This design comes from an exercise in tuning for small area on the open sky130 flow, not from production work.
Where RTL was checked, it was by simulation tests only, not by an equivalence proof against the original.
Power is estimated from default activity; no workload was simulated.

## job 101
## tx_alc_guard
module tx_alc_guard (
    input  logic        aclk,
    input  logic        aresetn,
    input  logic        s_tvalid,
    output logic        s_tready,
    input  logic [95:0] s_tdata,
    output logic        m_tvalid,
    input  logic        m_tready,
    output logic [31:0] m_tdata,
    input  logic        cfg_we,
    input  logic [2:0]  cfg_addr,
    input  logic [15:0] cfg_wdata
);
    logic                        q_valid, q_ready;
    logic [tag_pkg::EV_BITS-1:0] q_event;
    tag_front u_front (
        .aclk(aclk), .aresetn(aresetn), .s_tvalid(s_tvalid), .s_tready(s_tready),
        .s_tdata(s_tdata), .q_valid(q_valid), .q_ready(q_ready), .q_event(q_event)
    );
    tag_back u_back (
        .aclk(aclk), .aresetn(aresetn), .cfg_we(cfg_we), .cfg_addr(cfg_addr),
        .cfg_wdata(cfg_wdata), .q_valid(q_valid), .q_ready(q_ready),
        .q_event(q_event), .m_tvalid(m_tvalid), .m_tready(m_tready), .m_tdata(m_tdata)
    );
endmodule
export LEC_CHECK = 0
export CAP_MARGIN = 20
export CORE_MARGIN = 2
export CORE_UTILIZATION = 40
export SLEW_MARGIN = 20
create_clock -name core_clock -period 10.0 [get_ports {aclk}]
standard.sh (not shown) runs the stock make flow with config.mk's settings and CLKGATE_MAP_FILE= SYNTH_SCRIPT=/design/flow/synth_recipe.tcl, a recipe that flattens the netlist after the stock synthesis.
==> flow/flow/run.sh <==
#!/bin/bash
# The standard layout (standard.sh) with three changes:
#  - synthesis runs flow/synth.tcl: synth_recipe.tcl with an area-oriented ABC script
#  - ports are buffered with the smallest buffer (buf_1)
#  - clock tree synthesis clusters the flip-flops explicitly (clkbuf_8 leaves, clkbuf_16
#    root) and adds no dummy loads
# make's full output goes to flow.log; ORFS's per-step logs stay under orfs/logs.
set -euo pipefail
here=$(pwd)
bash standard.sh \
  SYNTH_SCRIPT="$here/flow/synth.tcl" \
  BUFFER_PORTS_ARGS="-buffer_cell sky130_fd_sc_hd__buf_1" \
  CTS_ARGS="-sink_clustering_enable -repair_clock_nets -dont_use_dummy_load -buf_list sky130_fd_sc_hd__clkbuf_8 -root_buf sky130_fd_sc_hd__clkbuf_16 -sink_clustering_size 17 -sink_clustering_max_diameter 70" \
  finish > flow.log 2>&1
==> flow/flow/abc_area.script <==
strash
&get -n
&fraig -x
&put
scorr
dc2
dretime
strash
dch -f
map -a
mfs2
strash
&get -n
&dch -f
&nf {D}
&put
buffer -c
upsize -c {D}
dnsize -c {D}
==> flow/flow/synth.tcl <==
# synth_recipe.tcl with one change: the final ABC mapping uses abc_area.script (beside this
# file) in place of ORFS's speed script. Registers are mapped before ABC and stay as they are.
proc synth {args} { yosys synth -nofsm -noshare {*}$args }
set ::my_abc_script [file join [file dirname [file normalize [info script]]] abc_area.script]
proc abc {args} {
  set i [lsearch $args -script]
  if {$i >= 0} {
    set args [lreplace $args $i [expr {$i + 1}] -script $::my_abc_script]
  }
  yosys abc {*}$args
}
source $::env(SCRIPTS_DIR)/synth.tcl
# left out here: clear keep_hierarchy, flatten, clean up, hide names made inside functions, write 1_2_yosys.v
[inputs] job 103 vs job 101
--- a/flow/design.v
+++ b/flow/design.v
@@ -219,29 +219,31 @@
     assign a_hs1500   = n1500[32]  && tag_pkg::ge_u32(n1500[31:0], hs_t);
     assign a_st15000  = n15000[32] && tag_pkg::ge_u32(n15000[31:0], start_t);
     assign a_last1500 = n1500[32]  && tag_pkg::ge_u32(n1500[31:0], last_t);
     assign a_adj600   = n600[32]   && tag_pkg::ge_u32(n600[31:0], adj_t);
     assign a_last501  = n501[32]   && tag_pkg::ge_u32(n501[31:0], last_t);
     assign a_stab1200 = n1200[32]  && tag_pkg::ge_u32(n1200[31:0], stab_t);
     assign a_lh200    = tag_pkg::ge_u33(n600, {lh_nb, lh_t});
     assign a_red400   = n400[32]   && tag_pkg::ge_u32(n400[31:0], red_t);
     assign a_hs600    = n600[32]   && tag_pkg::ge_u32(n600[31:0], hs_t);
     assign meter_to   = !(bl ? he1 : he0) || tag_pkg::ge_u16(dl, tmo_reg);
-    logic [31:0] g, x5, x45, x181, p;
-    logic [32:0] p_sum, x45s;
+    logic [31:0] g, x5, s1, c1, s2, c2, p;
+    logic [32:0] x5_sum, p_sum;
+    logic        c15;
     assign g = {16'd0, gain_reg};
-    assign x5   = tag_pkg::add_u32(g, g << 2);
-    assign x45s = tag_pkg::add_la(x5, x5 << 3, 1'b0);
-    assign x45  = x45s[31:0];
-    assign x181 = tag_pkg::add_u32(x45 << 2, g);
-    assign p_sum = tag_pkg::add_la(x181 << 8, x5, 1'b0);
-    assign p = p_sum[31:0];
+    assign x5_sum = tag_pkg::add_la(g, g << 2, 1'b0);
+    assign x5 = x5_sum[31:0];
+    assign {s1, c1} = tag_pkg::csa(x5, x5 << 10, x5 << 13);
+    assign {s2, c2} = tag_pkg::csa(s1, c1, g << 8);
+    assign c15 = tag_pkg::carry_u15(s2[14:0], c2[14:0]);
+    assign p_sum = tag_pkg::add_la({15'd0, s2[31:15]}, {15'd0, c2[31:15]}, c15);
+    assign p = {p_sum[16:0], 15'd0};
     logic lt_gmax, le_gmin, gt_maxmin, lt_up, gt_dn;
     assign lt_gmax   = !tag_pkg::ge_u16(gain_reg, max_gain_reg);
     assign le_gmin   = tag_pkg::ge_u16(min_gain_reg, gain_reg);
     assign gt_maxmin = !tag_pkg::ge_u16(min_gain_reg, max_gain_reg);
     assign lt_up     = !tag_pkg::ge_u17(p[31:15], {1'b0, max_gain_reg});
     assign gt_dn     = !tag_pkg::ge_u16(min_gain_reg, p[31:16]);
     logic is_met, is_beg, is_aud;
     logic [3:0] tcode;
     logic tt, stop_c, low_c, alc3, nready, quiet, red_hold;
     logic [1:0] hc_inc;
Notes after the runs:
Number of filler instances in the final layout | job 103 above job 101. Taking job 101 as the reference, in job 103 worst setup slack went up 0.41 ns; design area decreased about 1%. Re portion of total power attributed to combinational logic: job 103 and job 101 aren't equal, and the lower value belongs to job 103. Against job 101, hold slack in job 103 came out better. On area after synthesis, job 101 beats job 103. Diff job 101 -> job 103 | post-synthesis to final-layout area growth | decrease of 1.7 points. Against job 101, number of multi-input combinational cells in job 103 rose slightly. Job 101 -> job 103: detailed-route wire length increased by a few percent.
Function not checked in job 101: the RTL went through the layout flow alone.

* * *

tx_alc_guard, a different RTL version from the one above (not shown whole).
Size in the first run: about 2700 cells after synthesis, roughly 470 flip-flops, about 150 I/O pins.
## tx_alc_guard
module tx_alc_guard (
    input  logic        aclk,
    input  logic        aresetn,
    input  logic        s_tvalid,
    output logic        s_tready,
    input  logic [95:0] s_tdata,
    output logic        m_tvalid,
    input  logic        m_tready,
    output logic [31:0] m_tdata,
    input  logic        cfg_we,
    input  logic [2:0]  cfg_addr,
    input  logic [15:0] cfg_wdata
);
    logic                        q_valid, q_ready;
    logic [tag_pkg::EV_BITS-1:0] q_event;
    tag_front u_front (
        .aclk(aclk), .aresetn(aresetn), .s_tvalid(s_tvalid), .s_tready(s_tready),
        .s_tdata(s_tdata), .q_valid(q_valid), .q_ready(q_ready), .q_event(q_event)
    );
    tag_back u_back (
        .aclk(aclk), .aresetn(aresetn), .cfg_we(cfg_we), .cfg_addr(cfg_addr),
        .cfg_wdata(cfg_wdata), .q_valid(q_valid), .q_ready(q_ready),
        .q_event(q_event), .m_tvalid(m_tvalid), .m_tready(m_tready), .m_tdata(m_tdata)
    );
endmodule
==> flow/config.mk <==
export PLATFORM = sky130hd
export DESIGN_NAME = tx_alc_guard
export DESIGN_NICKNAME = tx_alc_guard
export VERILOG_FILES = /design/flow/design.v
export SDC_FILE = /design/flow/constraint.sdc
export NUM_CORES = 4
export LEC_CHECK = 0
export CAP_MARGIN = 20
export CORE_MARGIN = 2
export CORE_UTILIZATION = 40
export SLEW_MARGIN = 20
==> flow/constraint.sdc <==
create_clock -name core_clock -period 10.0 [get_ports {aclk}]
set_input_delay 2.0000 -clock core_clock [delete_from_list [all_inputs] [get_ports {aclk}]]
set_output_delay 2.0000 -clock core_clock [all_outputs]
set_load 0.01 [all_outputs]
==> flow/flow/run.sh <==
#!/bin/bash
set -euo pipefail
bash standard.sh \
  BUFFER_PORTS_ARGS="-buffer_cell sky130_fd_sc_hd__buf_1" \
  CTS_ARGS="-sink_clustering_enable -repair_clock_nets -dont_use_dummy_load -buf_list sky130_fd_sc_hd__clkbuf_16 -sink_clustering_size 30 -sink_clustering_max_diameter 100" \
  finish > flow.log 2>&1
The first run passed the timing, design-rule and antenna checks.
==> next run, changes <==
--- a/flow/design.v
+++ b/flow/design.v
@@ -14,14 +14,20 @@
     localparam int EV_BITS = 3 + 1 + 1 + 10 + TIME_BITS;
     function automatic logic ge_u32(input logic [31:0] a, input logic [31:0] b);
         logic c;
         c = 1'b1;
         for (int i = 0; i < 32; i++) c = (a[i] & ~b[i]) | (a[i] & c) | (~b[i] & c);
         ge_u32 = c;
     endfunction
+    function automatic logic ge_u33(input logic [32:0] a, input logic [32:0] b);
+        logic c;
+        c = 1'b1;
+        for (int i = 0; i < 33; i++) c = (a[i] & ~b[i]) | (a[i] & c) | (~b[i] & c);
+        ge_u33 = c;
+    endfunction
     function automatic logic ge_u17(input logic [16:0] a, input logic [16:0] b);
         logic c;
         c = 1'b1;
         for (int i = 0; i < 17; i++) c = (a[i] & ~b[i]) | (a[i] & c) | (~b[i] & c);
         ge_u17 = c;
     endfunction
     function automatic logic ge_u16(input logic [15:0] a, input logic [15:0] b);
@@ -172,27 +178,27 @@
         if (cfg_en[5]) tmo_reg      <= (wd1 & 16'h03e8) | (wd0 & ~16'h03e8);
     end
     logic        act_reg, latch_reg, cal_reg, ov_reg;
     logic [15:0] gain_reg;
     logic        aud_reg, red_reg, stab_reg;
     logic [1:0]  hc_reg;      
     logic [31:0] start_t, adj_t, mtime_t, last_t, stab_t, hs_t, lh_t, red_t;
+    logic        lh_nb;
     logic        res_acc;
     logic [1:0]  res_oc;
     logic [3:0]  res_code;
     logic [2:0]  ty;
     logic        x, comp;
     logic [9:0]  alc;
     logic [31:0] now;
     assign {ty, x, comp, alc, now} = q_event;
     logic take;
     assign q_ready = !ov_reg || m_tready;
     assign take = q_valid && q_ready;
-    logic [32:0] n200, n400, n501, n600, n1200, n1500, n15000;
-    assign n200   = tag_pkg::add_la(now, ~32'd200, 1'b1);
+    logic [32:0] n400, n501, n600, n1200, n1500, n15000;
     assign n400   = tag_pkg::add_la(now, ~32'd400, 1'b1);
     assign n501   = tag_pkg::add_la(now, ~32'd501, 1'b1);
     assign n600   = tag_pkg::add_la(now, ~32'd600, 1'b1);
     assign n1200  = tag_pkg::add_la(now, ~32'd1200, 1'b1);
     assign n1500  = tag_pkg::add_la(now, ~32'd1500, 1'b1);
     assign n15000 = tag_pkg::add_la(now, ~32'd15000, 1'b1);
     logic [32:0] dl_sum;
@@ -212,15 +218,15 @@
     logic a_red400, a_hs600, meter_to;
     assign a_hs1500   = n1500[32]  && tag_pkg::ge_u32(n1500[31:0], hs_t);
     assign a_st15000  = n15000[32] && tag_pkg::ge_u32(n15000[31:0], start_t);
     assign a_last1500 = n1500[32]  && tag_pkg::ge_u32(n1500[31:0], last_t);
     assign a_adj600   = n600[32]   && tag_pkg::ge_u32(n600[31:0], adj_t);
     assign a_last501  = n501[32]   && tag_pkg::ge_u32(n501[31:0], last_t);
     assign a_stab1200 = n1200[32]  && tag_pkg::ge_u32(n1200[31:0], stab_t);
-    assign a_lh200    = n200[32]   && tag_pkg::ge_u32(n200[31:0], lh_t);
+    assign a_lh200    = tag_pkg::ge_u33(n600, {lh_nb, lh_t});
     assign a_red400   = n400[32]   && tag_pkg::ge_u32(n400[31:0], red_t);
     assign a_hs600    = n600[32]   && tag_pkg::ge_u32(n600[31:0], hs_t);
     assign meter_to   = !(bl ? he1 : he0) || tag_pkg::ge_u16(dl, tmo_reg);
     logic [31:0] g, x5, s1, c1, s2, c2, p;
     logic [32:0] x5_sum, p_sum;
     logic        c15;
     assign g = {16'd0, gain_reg};
@@ -348,15 +354,15 @@
                         end else begin
                             stab_reg <= 1'b0; adj_t <= now;
                         end
                     end
                 end else begin
                     stab_reg <= 1'b0;
                     if (hc_reg == 2'd0) hs_t <= now;
-                    if (lh_up) begin hc_reg <= hc_inc; lh_t <= now; end
+                    if (lh_up) begin hc_reg <= hc_inc; {lh_nb, lh_t} <= n400; end
                     if (!red_hold && !le_gmin) begin
                         adj_t <= now; red_reg <= 1'b1; red_t <= now;
                         if (cal_reg) hc_reg <= 2'd0;
                     end
                 end
             end
         end
What happened: The changed run finished with timing, DRC and antenna clean. Area after synthesis falls by a few percent. Design area falls by a few percent. Maximum frequency rises slightly. Final cell count falls by a few percent. Wire length falls by a little under a tenth.
The RTL of the first run of this note was laid out without a check of its function.

## static timing again, ports no longer ideal
How much do the figures lean on ideal ports? The routed layouts below were timed once more, with nothing changed but the port constraints. Step 1 assumes that a clkbuf_16 drives the clock port and a buf_2 every other input. Step 2 moves the port delays by t, midway between the first and last clock arrival at a register: inputs arrive t later, outputs are due t later. That takes back most of the time a late clock gives input paths. Slacks: ideal / step 1 / step 2; pairs: ideal / step 1.
| run | t, ns | setup slack, ns | hold WS [ns] | worst setup path at the end |
|---|---|---|---|---|
| job 101 | 0.572 | 0.286 / 0.286 / 0.286 | 0.475 / 0.475 / 0.475 | register to register |
| job 103 | 0.601 | 0.696 / 0.696 / 0.696 | 0.530 / 0.530 / 0.530 | register to register |
| the first run of note 2 | 0.641 | 0.534 / 0.534 / 0.534 | 0.552 / 0.552 / 0.552 | register to register |
| the second run of note 2 | 0.633 | 0.696 / 0.696 / 0.696 | 0.519 / 0.519 / 0.519 | register to register |
After both steps every run listed still meets setup and hold.
